This design comes from an exercise in tuning for small area, a short achievable clock period and few clock cycles per item on the open sky130 flow, not from production work. Only simulation tests tie the RTL to the original design; equivalence was not proved.

yarrow:
Design sub_bytes_iter, start of the top module:
module sub_bytes_iter #(
    parameter int unsigned LANES = 16
) (
    input  logic                   clk_i,
    input  logic                   rst_n_i,
    input  logic                   valid_i,
    output logic                   ready_o,
    input  logic [aes_pkg::AES_BLOCK_W-1:0] data_i,
    input  logic                   inv_i,
    output logic                   valid_o,
    input  logic                   ready_i,
    output logic [aes_pkg::AES_BLOCK_W-1:0] data_o
);
    localparam int unsigned W     = aes_pkg::AES_BLOCK_W;
    localparam int unsigned NBYTE = aes_pkg::AES_BYTES;
    localparam int unsigned NINV  = 8;     
    logic         in_inv;
    assign in_inv = inv_i;
    logic            s_v, a_v, b_v;
    logic            s_inv, a_inv;
    logic [NINV-1:0] b_inv_n, a_inv_n;
    logic [W-1:0]    y_n, s_d, a_d, b_d, sb_n;
    for (genvar k = 0; k < NBYTE; k++) begin : g_byte
        sbox_pre u_pre (
            .x   (data_i[8*k +: 8]),
            .inv (in_inv),
            .y_n (y_n[8*k +: 8])
        );
        sbox_core u_core (
            .y_n (a_d[8*k +: 8]),
            .s_n (sb_n[8*k +: 8])
        );
        sbox_post u_post (
            .b_n (b_d[8*k +: 8]),
            .inv_n (b_inv_n[k / (NBYTE / NINV)]),
            .s   (data_o[8*k +: 8])
        );
    end
    for (genvar c = 0; c < NINV; c++) begin : g_inv_copy
        g_inv u_inv (.a(a_inv), .y(a_inv_n[c]));
    end
    logic b_free, a_free, in_fire;
    assign b_free  = !b_v || ready_i;
    assign a_free  = !a_v || b_free;
    assign in_fire = valid_i && !s_v;
    assign ready_o = !s_v;
    assign valid_o = b_v;
    always_ff @(posedge clk_i or negedge rst_n_i) begin
        if (!rst_n_i) begin
            s_v <= 1'b0;
            a_v <= 1'b0;
            b_v <= 1'b0;
        end else begin
            if (b_free) b_v <= a_v;
            if (a_free) a_v <= s_v || in_fire;
            s_v <= s_v ? !a_free : (in_fire && !a_free);
        end
    end
    always_ff @(posedge clk_i) begin
        if (!s_v) begin
            s_d   <= y_n;
  ...
Size: about 3700 cells after synthesis, roughly 260 I/O pins, ~37000 um^2 of cells after synthesis.
clock: 17.0 ns
lec_check: 0
cap_margin: 20
core_margin: 2
core_utilization: 70
cts_cluster_diameter: 80
cts_cluster_size: 30
place_density: 0.75
slew_margin: 20
synth_hierarchical: 1
standard.sh (not shown) runs the stock make flow with config.mk's settings and CLKGATE_MAP_FILE= SYNTH_SCRIPT=/design/flow/synth_recipe.tcl, a recipe that flattens the netlist after the stock synthesis.
==> flow/flow/run.sh <==
#!/bin/bash
# Own layout flow: the standard layout (standard.sh) with its synthesis
# unchanged, then floorplan to final layout with
#  - timing repair aimed at a shorter cycle than the 17 ns clock
#    (SETUP_SLACK_MARGIN), so the layout reaches a short achieved period;
#  - buf_1 cells as the port buffers (repair resizes them where timing needs);
#  - the platform's don't-use cells plus the delay cells (clkdlybuf4s*,
#    dlygate*, dlymetal*), which repair otherwise picks as slow fanout buffers.
# The SDC, clock period and IO constraints are the standard flow's, untouched.
set -euo pipefail
cd "$(dirname "${BASH_SOURCE[0]}")/.."
DONT_USE="sky130_fd_sc_hd__probe_p_8 sky130_fd_sc_hd__probec_p_8 sky130_fd_sc_hd__lpflow_bleeder_1 sky130_fd_sc_hd__lpflow_clkbufkapwr_1 sky130_fd_sc_hd__lpflow_clkbufkapwr_16 sky130_fd_sc_hd__lpflow_clkbufkapwr_2 sky130_fd_sc_hd__lpflow_clkbufkapwr_4 sky130_fd_sc_hd__lpflow_clkbufkapwr_8 sky130_fd_sc_hd__lpflow_clkinvkapwr_1 sky130_fd_sc_hd__lpflow_clkinvkapwr_16 sky130_fd_sc_hd__lpflow_clkinvkapwr_2 sky130_fd_sc_hd__lpflow_clkinvkapwr_4 sky130_fd_sc_hd__lpflow_clkinvkapwr_8 sky130_fd_sc_hd__lpflow_decapkapwr_12 sky130_fd_sc_hd__lpflow_decapkapwr_3 sky130_fd_sc_hd__lpflow_decapkapwr_4 sky130_fd_sc_hd__lpflow_decapkapwr_6 sky130_fd_sc_hd__lpflow_decapkapwr_8 sky130_fd_sc_hd__lpflow_inputiso0n_1 sky130_fd_sc_hd__lpflow_inputiso0p_1 sky130_fd_sc_hd__lpflow_inputiso1n_1 sky130_fd_sc_hd__lpflow_inputiso1p_1 sky130_fd_sc_hd__lpflow_inputisolatch_1 sky130_fd_sc_hd__lpflow_isobufsrc_1 sky130_fd_sc_hd__lpflow_isobufsrc_16 sky130_fd_sc_hd__lpflow_isobufsrc_2 sky130_fd_sc_hd__lpflow_isobufsrc_4 sky130_fd_sc_hd__lpflow_isobufsrc_8 sky130_fd_sc_hd__lpflow_isobufsrckapwr_16 sky130_fd_sc_hd__lpflow_lsbuf_lh_hl_isowell_tap_1 sky130_fd_sc_hd__lpflow_lsbuf_lh_hl_isowell_tap_2 sky130_fd_sc_hd__lpflow_lsbuf_lh_hl_isowell_tap_4 sky130_fd_sc_hd__lpflow_lsbuf_lh_isowell_4 sky130_fd_sc_hd__lpflow_lsbuf_lh_isowell_tap_1 sky130_fd_sc_hd__lpflow_lsbuf_lh_isowell_tap_2 sky130_fd_sc_hd__lpflow_lsbuf_lh_isowell_tap_4 sky130_fd_sc_hd__fill_1 sky130_fd_sc_hd__fill_2 sky130_fd_sc_hd__fill_4 sky130_fd_sc_hd__fill_8  sky130_fd_sc_hd__clkdlybuf4s15_1 sky130_fd_sc_hd__clkdlybuf4s15_2 sky130_fd_sc_hd__clkdlybuf4s18_1 sky130_fd_sc_hd__clkdlybuf4s18_2 sky130_fd_sc_hd__clkdlybuf4s25_1 sky130_fd_sc_hd__clkdlybuf4s25_2 sky130_fd_sc_hd__clkdlybuf4s50_1 sky130_fd_sc_hd__clkdlybuf4s50_2 sky130_fd_sc_hd__dlygate4sd1_1 sky130_fd_sc_hd__dlygate4sd2_1 sky130_fd_sc_hd__dlygate4sd3_1 sky130_fd_sc_hd__dlymetal6s2s_1 sky130_fd_sc_hd__dlymetal6s4s_1 sky130_fd_sc_hd__dlymetal6s6s_1"
bash standard.sh synth > flow_synth.log 2>&1
bash standard.sh SETUP_SLACK_MARGIN=11.8 \
    "BUFFER_PORTS_ARGS=-buffer_cell sky130_fd_sc_hd__buf_1" \
    "DONT_USE_CELLS=$DONT_USE" finish > flow_layout.log 2>&1
yarrow reached the final stage; the timing, design-rule and antenna checks on its layout passed.
Testbench counts of yarrow, summed over its fixed seeds: cycles 1,616, items 1,600.
The inputs of ember differ from those of yarrow as listed below.
- clearing PLACE_DENSITY, which used to be 0.75
--- a/flow/flow/run.sh
+++ b/flow/flow/run.sh
@@ -4,5 +4,5 @@
 #  - timing repair aimed at a shorter cycle than the 17 ns clock
 #    (SETUP_SLACK_MARGIN), so the layout reaches a short achieved period;
-#  - buf_1 cells as the port buffers (repair resizes them where timing needs);
+#  - buf_2 cells as the port buffers;
 #  - the platform's don't-use cells plus the delay cells (clkdlybuf4s*,
 #    dlygate*, dlymetal*), which repair otherwise picks as slow fanout buffers.
@@ -12,5 +12,5 @@
 DONT_USE="sky130_fd_sc_hd__probe_p_8 sky130_fd_sc_hd__probec_p_8 sky130_fd_sc_hd__lpflow_bleeder_1 sky130_fd_sc_hd__lpflow_clkbufkapwr_1 sky130_fd_sc_hd__lpflow_clkbufkapwr_16 sky130_fd_sc_hd__lpflow_clkbufkapwr_2 sky130_fd_sc_hd__lpflow_clkbufkapwr_4 sky130_fd_sc_hd__lpflow_clkbufkapwr_8 sky130_fd_sc_hd__lpflow_clkinvkapwr_1 sky130_fd_sc_hd__lpflow_clkinvkapwr_16 sky130_fd_sc_hd__lpflow_clkinvkapwr_2 sky130_fd_sc_hd__lpflow_clkinvkapwr_4 sky130_fd_sc_hd__lpflow_clkinvkapwr_8 sky130_fd_sc_hd__lpflow_decapkapwr_12 sky130_fd_sc_hd__lpflow_decapkapwr_3 sky130_fd_sc_hd__lpflow_decapkapwr_4 sky130_fd_sc_hd__lpflow_decapkapwr_6 sky130_fd_sc_hd__lpflow_decapkapwr_8 sky130_fd_sc_hd__lpflow_inputiso0n_1 sky130_fd_sc_hd__lpflow_inputiso0p_1 sky130_fd_sc_hd__lpflow_inputiso1n_1 sky130_fd_sc_hd__lpflow_inputiso1p_1 sky130_fd_sc_hd__lpflow_inputisolatch_1 sky130_fd_sc_hd__lpflow_isobufsrc_1 sky130_fd_sc_hd__lpflow_isobufsrc_16 sky130_fd_sc_hd__lpflow_isobufsrc_2 sky130_fd_sc_hd__lpflow_isobufsrc_4 sky130_fd_sc_hd__lpflow_isobufsrc_8 sky130_fd_sc_hd__lpflow_isobufsrckapwr_16 sky130_fd_sc_hd__lpflow_lsbuf_lh_hl_isowell_tap_1 sky130_fd_sc_hd__lpflow_lsbuf_lh_hl_isowell_tap_2 sky130_fd_sc_hd__lpflow_lsbuf_lh_hl_isowell_tap_4 sky130_fd_sc_hd__lpflow_lsbuf_lh_isowell_4 sky130_fd_sc_hd__lpflow_lsbuf_lh_isowell_tap_1 sky130_fd_sc_hd__lpflow_lsbuf_lh_isowell_tap_2 sky130_fd_sc_hd__lpflow_lsbuf_lh_isowell_tap_4 sky130_fd_sc_hd__fill_1 sky130_fd_sc_hd__fill_2 sky130_fd_sc_hd__fill_4 sky130_fd_sc_hd__fill_8  sky130_fd_sc_hd__clkdlybuf4s15_1 sky130_fd_sc_hd__clkdlybuf4s15_2 sky130_fd_sc_hd__clkdlybuf4s18_1 sky130_fd_sc_hd__clkdlybuf4s18_2 sky130_fd_sc_hd__clkdlybuf4s25_1 sky130_fd_sc_hd__clkdlybuf4s25_2 sky130_fd_sc_hd__clkdlybuf4s50_1 sky130_fd_sc_hd__clkdlybuf4s50_2 sky130_fd_sc_hd__dlygate4sd1_1 sky130_fd_sc_hd__dlygate4sd2_1 sky130_fd_sc_hd__dlygate4sd3_1 sky130_fd_sc_hd__dlymetal6s2s_1 sky130_fd_sc_hd__dlymetal6s4s_1 sky130_fd_sc_hd__dlymetal6s6s_1"
 bash standard.sh synth > flow_synth.log 2>&1
-bash standard.sh SETUP_SLACK_MARGIN=11.8 \
-    "BUFFER_PORTS_ARGS=-buffer_cell sky130_fd_sc_hd__buf_1" \
+bash standard.sh SETUP_SLACK_MARGIN=11.85 \
+    "BUFFER_PORTS_ARGS=-buffer_cell sky130_fd_sc_hd__buf_2" \
     "DONT_USE_CELLS=$DONT_USE" finish > flow_layout.log 2>&1
## What came out
ember vs yarrow on share of the core filled with cells: ember is the higher one. Capturing element of the worst setup path: data_o[107] -> ember, data_o[8] -> yarrow. The higher transition time at the pin with the least slew margin of ember and yarrow is in ember. Compared with yarrow, in ember period utilization saw an increase; portion of the layout cell area used by non-clock buffers saw an increase.
Input-level comparison between delta and ember:
- PLACE_DENSITY: unset -> 0.75
- CTS_CLUSTER_SIZE: 30 -> 20
- CTS_CLUSTER_DIAMETER: 80 -> 120
--- a/flow/flow/run.sh
+++ b/flow/flow/run.sh
@@ -4,5 +4,5 @@
 #  - timing repair aimed at a shorter cycle than the 17 ns clock
 #    (SETUP_SLACK_MARGIN), so the layout reaches a short achieved period;
-#  - buf_2 cells as the port buffers;
+#  - buf_1 cells as the port buffers (repair resizes them where timing needs);
 #  - the platform's don't-use cells plus the delay cells (clkdlybuf4s*,
 #    dlygate*, dlymetal*), which repair otherwise picks as slow fanout buffers.
@@ -12,5 +12,5 @@
 DONT_USE="sky130_fd_sc_hd__probe_p_8 sky130_fd_sc_hd__probec_p_8 sky130_fd_sc_hd__lpflow_bleeder_1 sky130_fd_sc_hd__lpflow_clkbufkapwr_1 sky130_fd_sc_hd__lpflow_clkbufkapwr_16 sky130_fd_sc_hd__lpflow_clkbufkapwr_2 sky130_fd_sc_hd__lpflow_clkbufkapwr_4 sky130_fd_sc_hd__lpflow_clkbufkapwr_8 sky130_fd_sc_hd__lpflow_clkinvkapwr_1 sky130_fd_sc_hd__lpflow_clkinvkapwr_16 sky130_fd_sc_hd__lpflow_clkinvkapwr_2 sky130_fd_sc_hd__lpflow_clkinvkapwr_4 sky130_fd_sc_hd__lpflow_clkinvkapwr_8 sky130_fd_sc_hd__lpflow_decapkapwr_12 sky130_fd_sc_hd__lpflow_decapkapwr_3 sky130_fd_sc_hd__lpflow_decapkapwr_4 sky130_fd_sc_hd__lpflow_decapkapwr_6 sky130_fd_sc_hd__lpflow_decapkapwr_8 sky130_fd_sc_hd__lpflow_inputiso0n_1 sky130_fd_sc_hd__lpflow_inputiso0p_1 sky130_fd_sc_hd__lpflow_inputiso1n_1 sky130_fd_sc_hd__lpflow_inputiso1p_1 sky130_fd_sc_hd__lpflow_inputisolatch_1 sky130_fd_sc_hd__lpflow_isobufsrc_1 sky130_fd_sc_hd__lpflow_isobufsrc_16 sky130_fd_sc_hd__lpflow_isobufsrc_2 sky130_fd_sc_hd__lpflow_isobufsrc_4 sky130_fd_sc_hd__lpflow_isobufsrc_8 sky130_fd_sc_hd__lpflow_isobufsrckapwr_16 sky130_fd_sc_hd__lpflow_lsbuf_lh_hl_isowell_tap_1 sky130_fd_sc_hd__lpflow_lsbuf_lh_hl_isowell_tap_2 sky130_fd_sc_hd__lpflow_lsbuf_lh_hl_isowell_tap_4 sky130_fd_sc_hd__lpflow_lsbuf_lh_isowell_4 sky130_fd_sc_hd__lpflow_lsbuf_lh_isowell_tap_1 sky130_fd_sc_hd__lpflow_lsbuf_lh_isowell_tap_2 sky130_fd_sc_hd__lpflow_lsbuf_lh_isowell_tap_4 sky130_fd_sc_hd__fill_1 sky130_fd_sc_hd__fill_2 sky130_fd_sc_hd__fill_4 sky130_fd_sc_hd__fill_8  sky130_fd_sc_hd__clkdlybuf4s15_1 sky130_fd_sc_hd__clkdlybuf4s15_2 sky130_fd_sc_hd__clkdlybuf4s18_1 sky130_fd_sc_hd__clkdlybuf4s18_2 sky130_fd_sc_hd__clkdlybuf4s25_1 sky130_fd_sc_hd__clkdlybuf4s25_2 sky130_fd_sc_hd__clkdlybuf4s50_1 sky130_fd_sc_hd__clkdlybuf4s50_2 sky130_fd_sc_hd__dlygate4sd1_1 sky130_fd_sc_hd__dlygate4sd2_1 sky130_fd_sc_hd__dlygate4sd3_1 sky130_fd_sc_hd__dlymetal6s2s_1 sky130_fd_sc_hd__dlymetal6s4s_1 sky130_fd_sc_hd__dlymetal6s6s_1"
 bash standard.sh synth > flow_synth.log 2>&1
-bash standard.sh SETUP_SLACK_MARGIN=11.85 \
-    "BUFFER_PORTS_ARGS=-buffer_cell sky130_fd_sc_hd__buf_2" \
+bash standard.sh SETUP_SLACK_MARGIN=11.8 \
+    "BUFFER_PORTS_ARGS=-buffer_cell sky130_fd_sc_hd__buf_1" \
     "DONT_USE_CELLS=$DONT_USE" finish > flow_layout.log 2>&1
==> comparison <==
The lower final design instance area without fill of ember and delta is in delta.
Of ember and delta, the run reporting the lower global-route wire length before repair was delta.
Period utilization came out lower on delta than on ember.
Diff ember -> delta: final antenna diode count flat, number of buffers other than clock buffers in the final layout moved down.

[what the ideal ports hide]
Ports are ideal in the flow. The routed layouts listed here were re-timed in OpenROAD.
Step 1 (the two cells are an assumption about what drives the block):
set clk [get_ports {clk_i}]
set_driving_cell -lib_cell sky130_fd_sc_hd__clkbuf_16 $clk
set_driving_cell -lib_cell sky130_fd_sc_hd__buf_2 [delete_from_list [all_inputs] $clk]
Step 2, shift: input delay + t, output delay - t, t = (earliest + latest rising clock arrival at the registers) / 2. This alone moves slack from input paths to output paths.
Three values: no drivers, after step 1, after step 2; two values: the first two.
run	t, ns	slack for setup (ns)	hold WS [ns]	pins driven straight from the clock port
yarrow	0.610	11.875 / 11.816 / 11.346	0.468 / 0.468 / 0.468	1
ember	0.643	11.843 / 11.778 / 11.342	0.478 / 0.478 / 0.478	1
delta	0.619	11.873 / 11.814 / 11.340	0.471 / 0.471 / 0.471	1
After both steps setup and hold are still met in every run listed. The setup slack of delta, which loses most, moves by -0.059 ns with the drivers and by -0.533 ns with both steps.
